Context: an optimization exercise on an open-source flow, tuned for a short achievable clock period and few clock cycles. The choices shown serve that exercise and are no tape-out recipe. In this exercise RTL edits were held to simulation tests only and were not proved equivalent to the original. Power and IR drop assume default switching activity.

==> flow/design.v (outline; a module is shown in full before it is edited, if it fits) <==
// module regFile: 39 lines
// module mulCsa: 2759 lines
// module dataMem: 31 lines
// module cpuTop: 273 lines
module cpuTop
(
    input  logic        clk,
    input  logic        reset,
    input  logic        stall,
    input  logic [31:0] instrData,
    output logic [31:0] instrAddr,
    output logic        wbValid,
    output logic [4:0]  wbReg,
    output logic [31:0] wbData,
    output logic        memWrite,
    output logic [31:0] memAddr,
    output logic [31:0] memWdata,
    output logic        branchTaken
);
  // ...
==> flow/flow/run.sh <==
#!/bin/bash
# The standard layout (standard.sh: the standard synthesis and ORFS from
# floorplan to finish), with two changes to how the layout is made:
#  - timing repair aims further below the clock period: SETUP_SLACK_MARGIN,
#    which standard.sh passes to make from config.mk, is raised;
#  - flow/io.tcl (IO_CONSTRAINTS) places the stall pin beside the result
#    flag pins it gates.
# The constraints (constraint.sdc) are unchanged. make's full output goes to
# make.log here; ORFS keeps each step's own log under orfs/logs/.
set -euo pipefail
MARGIN=7.0
IO=$(pwd)/flow/io.tcl
sed "s#SETUP_SLACK_MARGIN=[^ ]*#SETUP_SLACK_MARGIN=$MARGIN IO_CONSTRAINTS=$IO#" standard.sh > standard_margin.sh
grep -q "SETUP_SLACK_MARGIN=$MARGIN" standard_margin.sh
bash standard_margin.sh finish > make.log 2>&1
==> flow/flow/io.tcl <==
# keep stall next to the three result flags it gates, so the short
# input-to-output paths through them stay short
set_io_pin_constraint -group -order -pin_names {wbValid memWrite stall branchTaken}
==> flow/standard.sh <==
#!/bin/bash
# synth_recipe.tcl (not shown) runs the flow's synth.tcl, then flattens the netlist and writes it again
# the make line also repeats each setting of config.mk as NAME=value (left out here)
make -C /OpenROAD-flow-scripts/flow DESIGN_CONFIG=/design/flow/config.mk WORK_HOME=/design/flow/orfs CLKGATE_MAP_FILE= SYNTH_SCRIPT=/design/flow/synth_recipe.tcl "${@:-finish}"
==> flow/config.mk <==
export PLATFORM = sky130hd
export DESIGN_NAME = cpuTop
export DESIGN_NICKNAME = cpuTop
export VERILOG_FILES = /design/flow/design.v
export SDC_FILE = /design/flow/constraint.sdc
export NUM_CORES = 4
export LEC_CHECK = 0
export ABC_CLOCK_PERIOD_IN_PS = 4000
export CAP_MARGIN = 20
export CORE_MARGIN = 2
export CORE_UTILIZATION = 30
export SETUP_SLACK_MARGIN = 5
export SLEW_MARGIN = 20
export TNS_END_PERCENT = 100
==> flow/constraint.sdc <==
create_clock -name core_clock -period 12.0 [get_ports {clk}]
set_input_delay 2.4000 -clock core_clock [delete_from_list [all_inputs] [get_ports {clk}]]
set_output_delay 2.4000 -clock core_clock [all_outputs]
set_load 0.01 [all_outputs]
==> reports/results.ini, run 1 <==
[cells_and_area]
layout_commonest_cell = edfxtp_1
buf_share_pct = 5.05
multi_input_area_um2 = 74800
syn_to_final_growth_pct = 17.1
final_cell_mix = edfxtp_1, nor2_1, and2_1, nor3_1, nand2_1
clkbuf_count = 479
seq_share_pct = 48.9

[detailed_routing]
wl_um = 789000
wire_per_inst_um = 33.7
vias = 139000
wl_met3_um = 121000

[yosys]
syn-cell-area_um2 = 185000
synth_cells = 15000
synth_adder_area_share_pct = 6.24
syn_area_per_cell_um2 = 12.3

[grt]
grt_use_met1_pct = 29.6
antenna_found_initial = 62
grt_first_pass_wirelength_um = 1060000
grt_max_degree = 155

[setup_path]
r2r_end = pc[3]$_SDFFE_PP0P_
cp.arrival_ns = 2.90
rr_startpoint = wRes[21]$_DFFE_PN_
crit_chain = buf_8, buf_12, nor2b_4, buf_6
critical_path_class = primary input to output pin
crit_path_top_delay_cell = nor2b_4
r2r_setup_slack_ns = 6.76

[power_and_ir_drop]
pwr-share-clk_pct = 24.0
comb_power_share_pct = 45.1
p_sw_mw = 21.0
p_sw_share_pct = 42.9
p_int_mw = 28.0

[sta]
setup_viol = 0
maxSlewViolCount = 0
slew_headroom_pct = 7.45

[cts]
cts_setup_buffers = 137

[floorplanning]
rows = 288

[place]
dp_hpwl_um = 453000

[hold_path]
worstHoldStart = wBr$_SDFFE_PP0N_

[outcome]
status = complete, no violations

Testbench counts, summed over its fixed seeds: cycles 33,296.
==> module cpuTop, before the edit <==
module cpuTop
(
    input  logic        clk,
    input  logic        reset,
    input  logic        stall,
    input  logic [31:0] instrData,
    output logic [31:0] instrAddr,
    output logic        wbValid,
    output logic [4:0]  wbReg,
    output logic [31:0] wbData,
    output logic        memWrite,
    output logic [31:0] memAddr,
    output logic [31:0] memWdata,
    output logic        branchTaken
);
    logic [31:0] pc;
    logic        eValid;
    logic [31:0] eRs;
    logic [31:0] eRt;
    logic [31:0] eImm;
    logic        eSub;
    logic        eMul;
    logic        eUseImm;
    logic        eLw;
    logic        eSw;
    logic        eBeq;
    logic        eTakenF;
    logic        eResolve;
    logic        eRegWrite;
    logic [4:0]  eDest;
    logic [31:0] eTarget;
    logic        wWb;
    logic [4:0]  wDest;
    logic        wMul;
    logic [31:0] wRes;
    logic [31:0] wCarry;
    logic [31:0] wM2;
    logic [31:0] wM3;
    logic        wSt;
    logic [31:0] wAddr;
    logic [31:0] wWdata;
    logic        wBr;        
    logic        brRep;      
    logic        wBrNext;
    logic        wZeroR;
    logic        xPend;      
    logic        repValid;   
    logic        xPendNext;
    logic [4:0]  xDest;
    logic [31:0] xData;
    logic [5:0]  fOp;
    logic [4:0]  fRs;
    logic [4:0]  fRt;
    logic [4:0]  fRd;
    logic [5:0]  fFunct;
    logic [31:0] fImm;
    logic        fRtype;
    logic        fAddi;
    logic        fLw;
    logic        fSw;
    logic        fBeq;
    logic        fJump;
    logic        fZs;
    logic        fZt;
    logic        fTakenF;
    logic        fResolve;
    logic        fKnown;
    logic        fUseRs;
    logic        fUseRt;
    logic        fRegWrite;
    logic [4:0]  fDest;
    logic [31:0] fPc4;
    logic [31:0] fTarget;
    assign instrAddr = pc;
    assign fOp    = instrData[31:26];
    assign fRs    = instrData[25:21];
    assign fRt    = instrData[20:16];
    assign fRd    = instrData[15:11];
    assign fFunct = instrData[5:0];
    assign fImm   = {{16{instrData[15]}}, instrData[15:0]};
    assign fRtype = (fOp == 6'h00) && (fFunct == 6'd0 || fFunct == 6'd1 || fFunct == 6'd2);
    assign fAddi  = (fOp == 6'h08);
    assign fLw    = (fOp == 6'h23);
    assign fSw    = (fOp == 6'h2B);
    assign fBeq   = (fOp == 6'h04);
    assign fJump  = fBeq && (fRs == fRt);
    assign fKnown = fRtype || fAddi || fLw || fSw || fBeq;
    assign fUseRs    = fRtype || fAddi || fLw || fSw || (fBeq && !fJump);
    assign fTakenF   = fBeq && (fJump || (fZs && fZt));
    assign fResolve  = fBeq && !fJump && !fZs && !fZt;
    assign fUseRt    = fRtype || fSw || (fBeq && !fJump);
    assign fDest     = fRtype ? fRd : fRt;
    assign fRegWrite = (fRtype || fAddi || fLw) && (fDest != 5'd0);
    assign fPc4    = pc + 32'd4;
    assign fTarget = fPc4 + {fImm[29:0], 2'b00};
    logic [31:0] rfRs;
    logic [31:0] rfRt;
    logic        rfZs;
    logic        rfZt;
    logic        eZero;
    logic        wZero;
    logic [31:0] eResult;
    logic [31:0] wValue;
    logic        wbWrite;
    logic [31:0] fRsVal;
    logic [31:0] fRtVal;
    logic        eFwd;
    logic        hazard;
    assign wbWrite = wWb;
    regFile regFile_i
    (
        .clk    (clk),
        .reset  (reset),
        .stall  (stall),
        .rsAddr (fRs),
        .rtAddr (fRt),
        .wbEn   (wbWrite),
        .wbReg  (wDest),
        .wbData (wValue),
        .wbZero (wZero),
        .rsData (rfRs),
        .rtData (rfRt),
        .rsZero (rfZs),
        .rtZero (rfZt)
    );
    assign eFwd = eValid && eRegWrite;
    always_comb
    begin
        if (eFwd && eDest == fRs)
            fRsVal = eResult;
        else if (wWb && wDest == fRs)
            fRsVal = wValue;
        else
            fRsVal = rfRs;
        if (eFwd && eDest == fRt)
            fRtVal = eResult;
        else if (wWb && wDest == fRt)
            fRtVal = wValue;
        else
            fRtVal = rfRt;
        if (eFwd && eDest == fRs)
            fZs = eZero;
        else if (wWb && wDest == fRs)
            fZs = wZero;
        else
            fZs = rfZs;
        if (eFwd && eDest == fRt)
            fZt = eZero;
        else if (wWb && wDest == fRt)
            fZt = wZero;
        else
            fZt = rfZt;
    end
    assign hazard = eFwd && eMul &&
                    ((fUseRs && fRs == eDest) || (fUseRt && fRt == eDest));
    logic [31:0] eOpB;
    logic [31:0] eSum;
    logic [7:0]  eIdxSum;
    logic [31:0] eLoad;
    logic        eEq;
    logic        eRedirect;
    logic [127:0] eMulRows;
    logic        eStore;
    logic        eLoadZero;
    assign eOpB    = eUseImm ? eImm : eRt;
    assign eSum    = eSub ? (eRs - eOpB) : (eRs + eOpB);
    assign eIdxSum = eRs[7:0] + eImm[7:0];
    assign eEq     = (eRs == eRt);
    assign eRedirect = eValid && eBeq && eResolve && eEq;
    assign eStore  = eValid && eSw && !stall;
    dataMem dataMem_i
    (
        .clk   (clk),
        .reset (reset),
        .idx   (eIdxSum[7:2]),
        .we    (eStore),
        .wdata (eRt),
        .rdata (eLoad),
        .rzero (eLoadZero)
    );
    assign eResult = eLw ? eLoad : eSum;
    assign eZero   = eLw  ? eLoadZero :
                     eSub ? (eRs == eOpB) :
                            (((eRs ^ eOpB) ^ {(eRs[30:0] | eOpB[30:0]), 1'b0}) == 32'd0);
    mulCsa mulCsa_i
    (
        .a (eRs),
        .b (eRt),
        .r (eMulRows)
    );
    logic [31:0] wS1;
    logic [31:0] wC1;
    logic [31:0] wS2;
    logic [31:0] wC2;
    assign wS1 = wRes ^ wCarry ^ wM2;
    assign wC1 = {((wRes[30:0] & wCarry[30:0]) | (wRes[30:0] & wM2[30:0]) | (wCarry[30:0] & wM2[30:0])), 1'b0};
    assign wS2 = wS1 ^ wC1 ^ wM3;
    assign wC2 = {((wS1[30:0] & wC1[30:0]) | (wS1[30:0] & wM3[30:0]) | (wC1[30:0] & wM3[30:0])), 1'b0};
    assign wValue = wMul ? (wS2 + wC2) : wRes;
    assign wZero  = wMul ? (((wS2 ^ wC2) ^ {(wS2[30:0] | wC2[30:0]), 1'b0}) == 32'd0) : wZeroR;
    assign wbValid     = repValid && !stall;
    assign wbReg       = xPend ? xDest : wDest;
    assign wbData      = xPend ? xData : wRes;
    assign memWrite    = wSt && !stall;
    assign memAddr     = wAddr;
    assign memWdata    = wWdata;
    assign branchTaken = brRep && !stall;
    assign xPendNext = xPend ? wWb : (wWb && wMul);
    assign wBrNext   = eValid && eBeq && ((eResolve && eEq) || (eTakenF && wBr));
    always_ff @(posedge clk)
    begin
        if (reset)
        begin
            pc     <= 32'h0000_0000;
            eValid <= 1'b0;
            wWb    <= 1'b0;
            wSt    <= 1'b0;
            wBr    <= 1'b0;
            brRep  <= 1'b0;
            xPend    <= 1'b0;
            repValid <= 1'b0;
        end
        else if (!stall)
        begin
            if (eRedirect)
                pc <= eTarget;
            else if (hazard)
                pc <= pc;
            else if (fTakenF)
                pc <= fTarget;
            else
                pc <= fPc4;
            eValid <= fKnown && !eRedirect && !hazard;
            wWb    <= eValid && eRegWrite;
            wSt    <= eValid && eSw;
            wBr    <= wBrNext;
            brRep  <= wBrNext || (fKnown && fTakenF && !eRedirect && !hazard);
            xPend    <= xPendNext;
            repValid <= xPendNext || (eValid && eRegWrite && !eMul);
        end
    end
    always_ff @(posedge clk)
    begin
        if (!stall)
        begin
            eRs       <= fRsVal;
            eRt       <= fRtVal;
            eImm      <= fImm;
            eSub      <= fRtype && fFunct == 6'd1;
            eMul      <= fRtype && fFunct == 6'd2;
            eUseImm   <= !fRtype;
            eLw       <= fLw;
            eSw       <= fSw;
            eBeq      <= fBeq;
            eTakenF   <= fTakenF;
            eResolve  <= fResolve;
            eRegWrite <= fRegWrite;
            eDest     <= fDest;
            eTarget   <= fTarget;
            wDest     <= eDest;
            wMul      <= eMul;
            wRes      <= eMul ? eMulRows[31:0] : eResult;
            wCarry    <= eMulRows[63:32];
            wM2       <= eMulRows[95:64];
            wM3       <= eMulRows[127:96];
            wAddr     <= eSum;
            wWdata    <= eRt;
            wZeroR    <= eZero;
            xDest     <= wDest;
            xData     <= wValue;
        end
    end
endmodule
==> run 2, diff against run 1 <==
--- a/flow/design.v
+++ b/flow/design.v
@@ -2939,8 +2939,8 @@
     logic        xPend;      
     logic        repValid;   
     logic        xPendNext;
-    logic [4:0]  xDest;
-    logic [31:0] xData;
+    logic [4:0]  repReg;     
+    logic [31:0] repData;    
     logic [5:0]  fOp;
     logic [4:0]  fRs;
     logic [4:0]  fRt;
@@ -3092,8 +3092,8 @@
     assign wValue = wMul ? (wS2 + wC2) : wRes;
     assign wZero  = wMul ? (((wS2 ^ wC2) ^ {(wS2[30:0] | wC2[30:0]), 1'b0}) == 32'd0) : wZeroR;
     assign wbValid     = repValid && !stall;
-    assign wbReg       = xPend ? xDest : wDest;
-    assign wbData      = xPend ? xData : wRes;
+    assign wbReg       = repReg;
+    assign wbData      = repData;
     assign memWrite    = wSt && !stall;
     assign memAddr     = wAddr;
     assign memWdata    = wWdata;
@@ -3159,8 +3159,8 @@
             wAddr     <= eSum;
             wWdata    <= eRt;
             wZeroR    <= eZero;
-            xDest     <= wDest;
-            xData     <= wValue;
+            repReg    <= xPendNext ? wDest : eDest;
+            repData   <= xPendNext ? wValue : eResult;
         end
     end
 endmodule
==> run 2 against run 1 <==
  * Die area fell by 0.28%
  * Clock power barely moved
  * Combinational power rose by 5%
  * Area after synthesis fell by 0.29%
  * Global-route usage fell by 0.77 points
  * Routed wire length fell by 3.7%
  * First-iteration DRC count fell by 1.8%
  * Via count fell by 1.5%
  * Worst hold slack got worse by 0.012 ns
  * Total power rose by 1.6%
  * Largest power group unchanged
==> reports/results.ini, run 2 <==
[yosys]
synth_top_family_by_area = simple AND/OR/NAND/NOR gates  ; unchanged
synth.area.top_cells = edfxtp_1, mux4_2, fa_1  ; unchanged
synth_warnings = 3  ; unchanged
synth_simple_gate_area_share_pct = 13.6  ; was 13.7%
synth_top_area_share_pct = 55.9  ; was 55.8%
ys.flop_type = edfxtp_1  ; unchanged
synth_compound_gate_area_share_pct = 8.93  ; was 8.62%
ys_seq_area_share_pct = 57.4  ; was 57.2%
yosysMostFrequentCell = edfxtp_1  ; unchanged
synth_cells = 15000  ; about the same
synth_top_area_cell = edfxtp_1  ; unchanged
postSynth.asyncResetShare_pct = 0  ; unchanged
synthTopCellsByCount = edfxtp_1, nor2_1, and2_1, nor3_1, clkbuf_1  ; unchanged
synth-edff-count = 3429  ; unchanged
synth_mux_area_share_pct = 8.00  ; was 8.36%
syn-cell-area_um2 = 184000  ; was 185000 µm²
synthXorXnorAreaFrac_pct = 1.36  ; was 1.40%
syn_area_per_cell_um2 = 12.3  ; about the same
synth-seq-cells = 3563  ; unchanged
ys_types = 97  ; was 99
synth_adder_area_share_pct = 6.26  ; was 6.24%

[grt]
grt_use_met1_pct = 30.4  ; was 29.6%
grt_max_degree = 172  ; was 155
grt_first_pass_wirelength_um = 1040000  ; was 1060000 µm
grt_pass1_vias = 130000  ; was 132k
grt_remaining_overflow = 0  ; unchanged
antenna_found_initial = 59  ; was 62
top_usage_layer = met2  ; unchanged
gr-usage-met2_pct = 33.7  ; was 35.0%
grtUsageMet3_pct = 7.46  ; was 9.23%
grt_use_total_pct = 23.2  ; was 24.0%

[detailed_routing]
drc_errors = 0  ; unchanged
vias = 137000  ; was 139k
firstDrtPassIters = 9  ; unchanged
wl_um = 759000  ; was 789000 µm
wire_per_inst_um = 32.6  ; was 33.7 µm
vias_per_cell = 5.89  ; was 5.95
first_iter_violations = 23000  ; was 23.5k
drtAntennaViolNets = 0  ; unchanged

[cts]
clkTransAtPathRegs_ns = 0.06  ; about the same
cts_inserted_buffers = 371  ; was 373
clock_latency_ns = 1.02  ; was 1.12 ns
cts-root-buf = clkbuf_16  ; unchanged
clock-sinks = 3563  ; unchanged
htreeDepth = 5  ; unchanged
hold_buffers = 0  ; unchanged
clk_path_buf_depth = 4  ; unchanged
cts_tree = yes  ; unchanged

[floorplanning]
start_util_pct = 30.1  ; about the same
fp.dieArea_um2 = 620000  ; was 622000 µm²
die_h_um = 787  ; was 788 µm
io_pins = 171  ; unchanged
chipWidth_um = 787  ; was 788 µm
coreArea_um2 = 611000  ; was 614000 µm²
rows = 287  ; was 288

[flow_run]
drv_cap = 0  ; unchanged

[place]
gp_congestion = 0.952  ; was 0.963
dp_hpwl_um = 443000  ; was 453000 µm
dpl-instance-area_um2 = 196000  ; about the same
placement.io_buffers = 170  ; unchanged

[setup_path]
crit_required_ns = 9.60  ; about the same
crit_fanout = 5  ; was 6
cp-start-kind = primary input  ; unchanged
critical_path_class = primary input to output pin  ; unchanged
endpoint_kind = output pin  ; unchanged
rr_worst_depth = 19  ; was 23
cp.arrival_ns = 2.80  ; was 2.90 ns

[cells_and_area]
layout-drive-gt1-share_pct = 16.0  ; was 16.5%
syn_to_final_growth_pct = 16.5  ; was 17.1%
nNetsFinal = 15600  ; about the same
final_cell_mix = edfxtp_1, nor2_1, and2_1, nor3_1, nand2_1  ; unchanged
largest_reg_flops = 2048  ; unchanged
top_regs = dataMem_i.mem (2048), regFile_i.regs (1024), dataMem_i.zero (64)  ; unchanged
regMostFlops = dataMem_i.mem  ; unchanged
num-fill-cells = 59100  ; was 59.3k
layout_commonest_cell = edfxtp_1  ; unchanged
finalInstanceArea_um2 = 214000  ; was 216000 µm²

[sta]
final_hold_viol_count = 0  ; unchanged
min_period_over_period_pct = 43.3  ; was 44.2%
worst_slew_pin_slew_ns = 1.24  ; was 1.39 ns
tns_ns = 0  ; unchanged
slew_headroom_pct = 16.9  ; was 7.45%
rsz0062_at_grt = true  ; unchanged
max_freq_mhz = 192  ; was 189 MHz
fin_skew_ns = 0.125  ; was 0.118 ns
maxSlewViolCount = 0  ; unchanged
finalCriticalPeriod_ns = 5.20  ; was 5.30 ns
setup_viol = 0  ; unchanged

[hold_path]
min_path_cells = 2  ; unchanged
hold_path_class = flip-flop to flip-flop  ; unchanged

[power_and_ir_drop]
ir_drop_mv = 0.865  ; was 0.683 mV
power_density_nw_per_um2 = 232  ; was 227 nW/µm²
p_leak_nw = 76.4  ; was 77.0 nW

[outcome]
status = complete, no violations  ; unchanged

[run 2: through the flow]
step                hold WS [ns]  utilization [%]  total power, mW  worst slack [ns]  std cells
finish                     0.466             35.1             49.8              6.80      23300
global route               0.500             35.1             50.8              6.75      23300
CTS                        0.458             34.7             46.7              6.80      23200
detailed placement         0.449             32.0             32.3              4.65      22300
global placement           0.445             32.0             32.2              4.12      22300
floorplan                  0.424                -             24.5              3.58      15000
[run 2: repair_timing]
action	in CTS	in global routing
endpoints found under the setup margin	3579	526
resized for setup	432	277
buffers inserted	116	76
gates cloned	36	27
pin swaps	69	67
[run 2: cells by family after synthesis]
family	after synthesis
AOI/OAI and AO/OA	2337
DFF	3563
xor gates and xnor gates	283
and+or+nand+nor	5086
adders and majority gates	673
muxes	939
other	1
buffers and inverters	2098
[run 2: critical path, stage by stage]
cell	delay, ns
buf_16	0.12
nor2b_4	0.15
buf_6	0.13
[run 2: report_power, final]
| part | total (mW) | switching (mW) | internal, mW |
|---|---|---|---|
| Combinational | 23.1 | 15.6 | 7.51 |
| Sequential | 15.0 | 0.379 | 14.6 |
| Clock | 11.8 | 5.16 | 6.60 |
| Total | 49.8 | 21.1 | 28.7 |
[run 2: path summary, 6_finish.rpt]
kind	start	end	slack [ns]
hold reg to reg	repValid$_SDFFE_PP0N_	repValid$_SDFFE_PP0N_	0.47
setup reg to reg	wRes[3]$_DFFE_PN_	regFile_i.regs[29][31]$_SDFFCE_PN0P_	6.82
setup / recovery	stall	memWrite	6.80
hold / removal	repValid$_SDFFE_PP0N_	repValid$_SDFFE_PP0N_	0.47
[run 2: routing by layer]
layer,share of wire [%],wire [µm]
met5,0.072,544
met4,7.0,53100
met3,15,112000
met2,42,320000
met1,36,273000
[run 2: area by class of cell]
class / count / area, µm² / share of cell area, %
Sequential cell: 3563 / 106000 / 49.3
Inverter: 664 / 2550 / 1.19
Multi-Input combinational cell: 9364 / 74100 / 34.6
Antenna cell: 25 / 62.6 / 0.0292
Tap cell: 8092 / 10100 / 4.72
Clock inverter: 212 / 2030 / 0.945
Clock buffer: 467 / 9920 / 4.63
Timing Repair Buffer: 906 / 9960 / 4.64
Testbench counts of run 2, summed over its fixed seeds: cycles 33,296.
==> module dataMem, before the edit <==
module dataMem
(
    input  logic        clk,
    input  logic        reset,
    input  logic [5:0]  idx,
    input  logic        we,
    input  logic [31:0] wdata,
    output logic [31:0] rdata,
    output logic        rzero
);
    logic [31:0] mem [64];
    logic        zero [64];  
    always_ff @(posedge clk)
    begin
        if (reset)
        begin
            for (int i = 0; i < 64; i++)
            begin
                mem[i] <= '0;
                zero[i] <= 1'b1;
            end
        end
        else if (we)
        begin
            mem[idx] <= wdata;
            zero[idx] <= (wdata == 32'd0);
        end
    end
    assign rdata = mem[idx];
    assign rzero = zero[idx];
endmodule
==> run 3, diff against run 2 <==
--- a/flow/design.v
+++ b/flow/design.v
@@ -2887,8 +2887,25 @@
             zero[idx] <= (wdata == 32'd0);
         end
     end
-    assign rdata = mem[idx];
-    assign rzero = zero[idx];
+    logic [31:0] rowA [16];
+    logic        zeroA [16];
+    logic [31:0] rowB [4];
+    logic        zeroB [4];
+    always_comb
+    begin
+        for (int g = 0; g < 16; g++)
+        begin
+            rowA[g]  = mem[4*g + idx[1:0]];
+            zeroA[g] = zero[4*g + idx[1:0]];
+        end
+        for (int g = 0; g < 4; g++)
+        begin
+            rowB[g]  = rowA[4*g + idx[3:2]];
+            zeroB[g] = zeroA[4*g + idx[3:2]];
+        end
+    end
+    assign rdata = rowB[idx[5:4]];
+    assign rzero = zeroB[idx[5:4]];
 endmodule
 `timescale 1ns/1ps
 module cpuTop
==> run 3 against run 2 <==
  * Core utilization is 0.40 points lower
  * Global-route usage decreased by 1.7 points
  * Area after synthesis grew 1.8%
  * Sequential cell count unchanged
  * Worst hold slack improved by 0.0082 ns
  * Clock power hardly changed
  * Clock-buffer cell count up 18
  * Maximum frequency is 2.1% lower
  * Sequential share of layout area decreased by 0.38 points
  * Sequential power about the same
  * Die area up 1.8%
  * Total power down 2.6%
==> reports/results.ini, run 3 <==
[yosys]
yosysMostFrequentCell = edfxtp_1  ; unchanged
synthTopCellsByCount = edfxtp_1, nor2_1, and2_1, nor3_1, clkbuf_1  ; unchanged
syn_area_per_cell_um2 = 13.3  ; was 12.3 µm²
synth_top_area_share_pct = 54.9  ; was 55.9%
postSynth.asyncResetShare_pct = 0  ; unchanged
synth_cells = 14100  ; was 15.0k
synth-edff-count = 3429  ; unchanged
ys_seq_area_share_pct = 56.4  ; was 57.4%
ys.flop_type = edfxtp_1  ; unchanged
ys_types = 100  ; was 97
synth_warnings = 7  ; was 3
synth-seq-cells = 3563  ; unchanged
syn-cell-area_um2 = 187000  ; was 184000 µm²
synth.area.top_cells = edfxtp_1, mux4_2, fa_1  ; unchanged
synth_top_area_cell = edfxtp_1  ; unchanged

[floorplanning]
die_h_um = 794  ; was 787 µm
start_util_pct = 30.1  ; about the same
chipWidth_um = 794  ; was 787 µm
coreArea_um2 = 623000  ; was 611000 µm²
io_pins = 171  ; unchanged
rows = 290  ; was 287
fp.dieArea_um2 = 631000  ; was 620000 µm²

[setup_path]
crit_start = stall  ; unchanged
crit_path_top_delay_cell = nor2b_4  ; unchanged
cp.arrival_ns = 2.91  ; was 2.80 ns
crit_fanout = 6  ; was 5
rr_startpoint = eRs[1]$_DFFE_PN_  ; was wRes[3]$_DFFE_PN_
critical_path_class = primary input to output pin  ; unchanged
r2r_end = repData[23]$_DFFE_PN_  ; was regFile_i.regs[29][31]$_SDFFCE_PN0P_
crit_required_ns = 9.60  ; about the same
max_stage_delay_ns = 0.16  ; was 0.15 ns
rr_worst_depth = 15  ; was 19
cp-start-kind = primary input  ; unchanged
worst_setup_path_endpoint = memWrite  ; unchanged
r2r_setup_slack_ns = 6.88  ; was 6.82 ns
crit_chain = buf_8, buf_12, nor2b_4, buf_6  ; was buf_16, nor2b_4, buf_6
endpoint_kind = output pin  ; unchanged

[grt]
grt_use_total_pct = 21.5  ; was 23.2%
antenna_found_initial = 45  ; was 59
grt_pass1_vias = 124000  ; was 130k
grt_first_pass_wirelength_um = 977000  ; was 1040000 µm
grt_max_degree = 136  ; was 172
grt_remaining_overflow = 0  ; unchanged

[cts]
hold_buffers = 0  ; unchanged
htreeDepth = 5  ; unchanged
cts-root-buf = clkbuf_16  ; unchanged
clock-sinks = 3563  ; unchanged
clkTransAtPathRegs_ns = 0.06  ; about the same
clock_latency_ns = 1.07  ; was 1.02 ns
cts_inserted_buffers = 375  ; was 371
clk_path_buf_depth = 4  ; unchanged
cts_tree = yes  ; unchanged

[sta]
min_period_over_period_pct = 44.3  ; was 43.3%
maxSlewViolCount = 0  ; unchanged
tns_ns = 0  ; unchanged
slew_headroom_pct = 19.0  ; was 16.9%
fin_skew_ns = 0.0988  ; was 0.125 ns
worst_slew_pin_slew_ns = 1.22  ; was 1.24 ns
max_freq_mhz = 188  ; was 192 MHz
rsz0062_at_grt = true  ; unchanged
setup_viol = 0  ; unchanged
final_hold_viol_count = 0  ; unchanged
finalCriticalPeriod_ns = 5.31  ; was 5.20 ns

[cells_and_area]
num-fill-cells = 60100  ; was 59.1k
syn_to_final_growth_pct = 15.3  ; was 16.5%
final-seq-area_um2 = 106000  ; unchanged
final_core_util_pct = 34.7  ; was 35.1%
regMostFlops = dataMem_i.mem  ; unchanged
layout_commonest_cell = edfxtp_1  ; unchanged
nNetsFinal = 14700  ; was 15.6k
top_regs = dataMem_i.mem (2048), regFile_i.regs (1024), dataMem_i.zero (64)  ; unchanged
multi_input_area_um2 = 76900  ; was 74100 µm²
largest_reg_flops = 2048  ; unchanged
layout-drive-gt1-share_pct = 19.2  ; was 16.0%
final_cell_mix = edfxtp_1, nor2_1, and2_1, nor3_1, mux4_2  ; was edfxtp_1, nor2_1, and2_1, nor3_1, nand2_1

[power_and_ir_drop]
power_density_nw_per_um2 = 225  ; was 232 nW/µm²
ir_drop_mv = 0.455  ; was 0.865 mV
p_leak_nw = 77.9  ; was 76.4 nW

[detailed_routing]
drtAntennaViolNets = 0  ; unchanged
wl_um = 707000  ; was 759000 µm
drc_errors = 0  ; unchanged
firstDrtPassIters = 6  ; was 9
vias = 129000  ; was 137k
vias_per_cell = 5.67  ; was 5.89
wire_per_inst_um = 31.2  ; was 32.6 µm
first_iter_violations = 19500  ; was 23.0k

[flow_run]
drv_cap = 0  ; unchanged

[hold_path]
hold_path_class = flip-flop to flip-flop  ; unchanged

[outcome]
status = complete, no violations  ; unchanged

[place]
dp_hpwl_um = 422000  ; was 443000 µm
gp_congestion = 0.953  ; was 0.952
placement.io_buffers = 170  ; unchanged

run 3: critical path: cells and delay by family:
family,cells,cell delay [ns]
and+or+nand+nor,1,0.16
buffers and inverters,3,0.35
run 3: cell families after synthesis:
group / after synthesis / synth area share, %
AND/OR/NAND/NOR: 4743 / 12.6
flip-flops: 3563 / 56.4
buffers and inverters: 2005 / 4.36
multiplexers: 1474 / 14.3
AO/OA/AOI/OAI: 1369 / 4.87
adder cells (fa/ha/maj): 673 / 6.14
XOR/XNOR: 290 / 1.36
other: 1 / 0.00200
run 3: how the worst min path moves through the flow:
stage	startpoint	cells past startpoint	slack, ns	to
finish	pc[1]$_SDFFE_PP0P_	0	0.47	eTarget[1]$_DFFE_PN_
global route	pc[1]$_SDFFE_PP0P_	0	0.48	eTarget[1]$_DFFE_PN_
CTS	pc[1]$_SDFFE_PP0P_	0	0.46	eTarget[1]$_DFFE_PN_
detailed placement	pc[1]$_SDFFE_PP0P_	0	0.46	eTarget[1]$_DFFE_PN_
global placement	pc[1]$_SDFFE_PP0P_	0	0.45	eTarget[1]$_DFFE_PN_
floorplan	eRt[16]$_DFFE_PN_	0	0.42	wWdata[16]$_DFFE_PN_
run 3: through the flow:
step	power (mW)	cells	hold WS, ns	area, µm²	setup WS [ns]
after floorplan	25.3	14200	0.424	188000	6.79
after global placement	32.4	21700	0.451	198000	3.40
after detailed placement	32.6	21700	0.458	199000	3.34
after CTS	46.5	22600	0.463	215000	6.68
after global routing	50.0	22700	0.479	216000	6.68
final	48.5	22700	0.474	216000	6.69
run 3: timing repair:
action                                  in CTS  in global routing
gates resized for setup                    480                181
pin swaps                                   64                 51
cloned                                      60                 17
buffers inserted                           108                 43
endpoints found under the setup margin    4624               1782
run 3: routing by layer:
| metal | track usage, % | wire, µm | vias up |
|---|---|---|---|
| met5 | 0 | 134 | - |
| met4 | 13.0 | 51100 | 20 |
| met3 | 5.43 | 88100 | 1820 |
| met2 | 32.2 | 307000 | 8938 |
| met1 | 28.2 | 260000 | 66200 |
| li1 | - | - | 51800 |
run 3: power breakdown:
group          switching [mW]  internal (mW)  total, mW
Combinational            14.5           7.62       22.1
Sequential              0.323           14.6       14.9
Clock                    5.17           6.35       11.5
Total                    20.0           28.5       48.5
run 3: area by class of cell:
type / instances / area share, %
well taps: 8322 / 4.82
clock buffers: 485 / 4.67
repair buffers: 788 / 4.00
inverters: 663 / 1.18
flip-flops and latches: 3563 / 48.9
clock inverters: 208 / 0.775
multi-input cells: 8614 / 35.6
diodes: 54 / 0.0625
Testbench counts of run 3, summed over its fixed seeds: cycles 33,296.

-- what the ideal ports hide --
The results above use ideal ports. As a check the final layouts listed here were re-extracted and re-timed, cells and wires unchanged.
Step 1 (the two cells are an assumption about what drives the block):
set clk [get_ports {clk}]
set_driving_cell -lib_cell sky130_fd_sc_hd__clkbuf_16 $clk
set_driving_cell -lib_cell sky130_fd_sc_hd__buf_2 [delete_from_list [all_inputs] $clk]
Step 2 moves the port delays by t, midway between the first and last clock arrival at a register: inputs arrive t later, outputs are due t later. That takes back most of the time a late clock gives input paths.
Three values: ideal ports, drivers, drivers and shift; two values: the first two.
run	t (ns)	setup WS [ns]	latest minus earliest clock arrival (ns)	worst data-port slew with drivers (ns)
run 1	1.183	6.699 / 6.662 / 5.656	0.136 / 0.135	0.31
run 2	1.086	6.799 / 6.735 / 5.750	0.155 / 0.155	0.34
run 3	1.127	6.688 / 6.643 / 5.864	0.101 / 0.101	0.26
After both steps setup and hold are still met in every run listed. For run 2, which loses most, drivers alone change the setup slack by -0.064 ns; drivers and shift together by -1.049 ns.
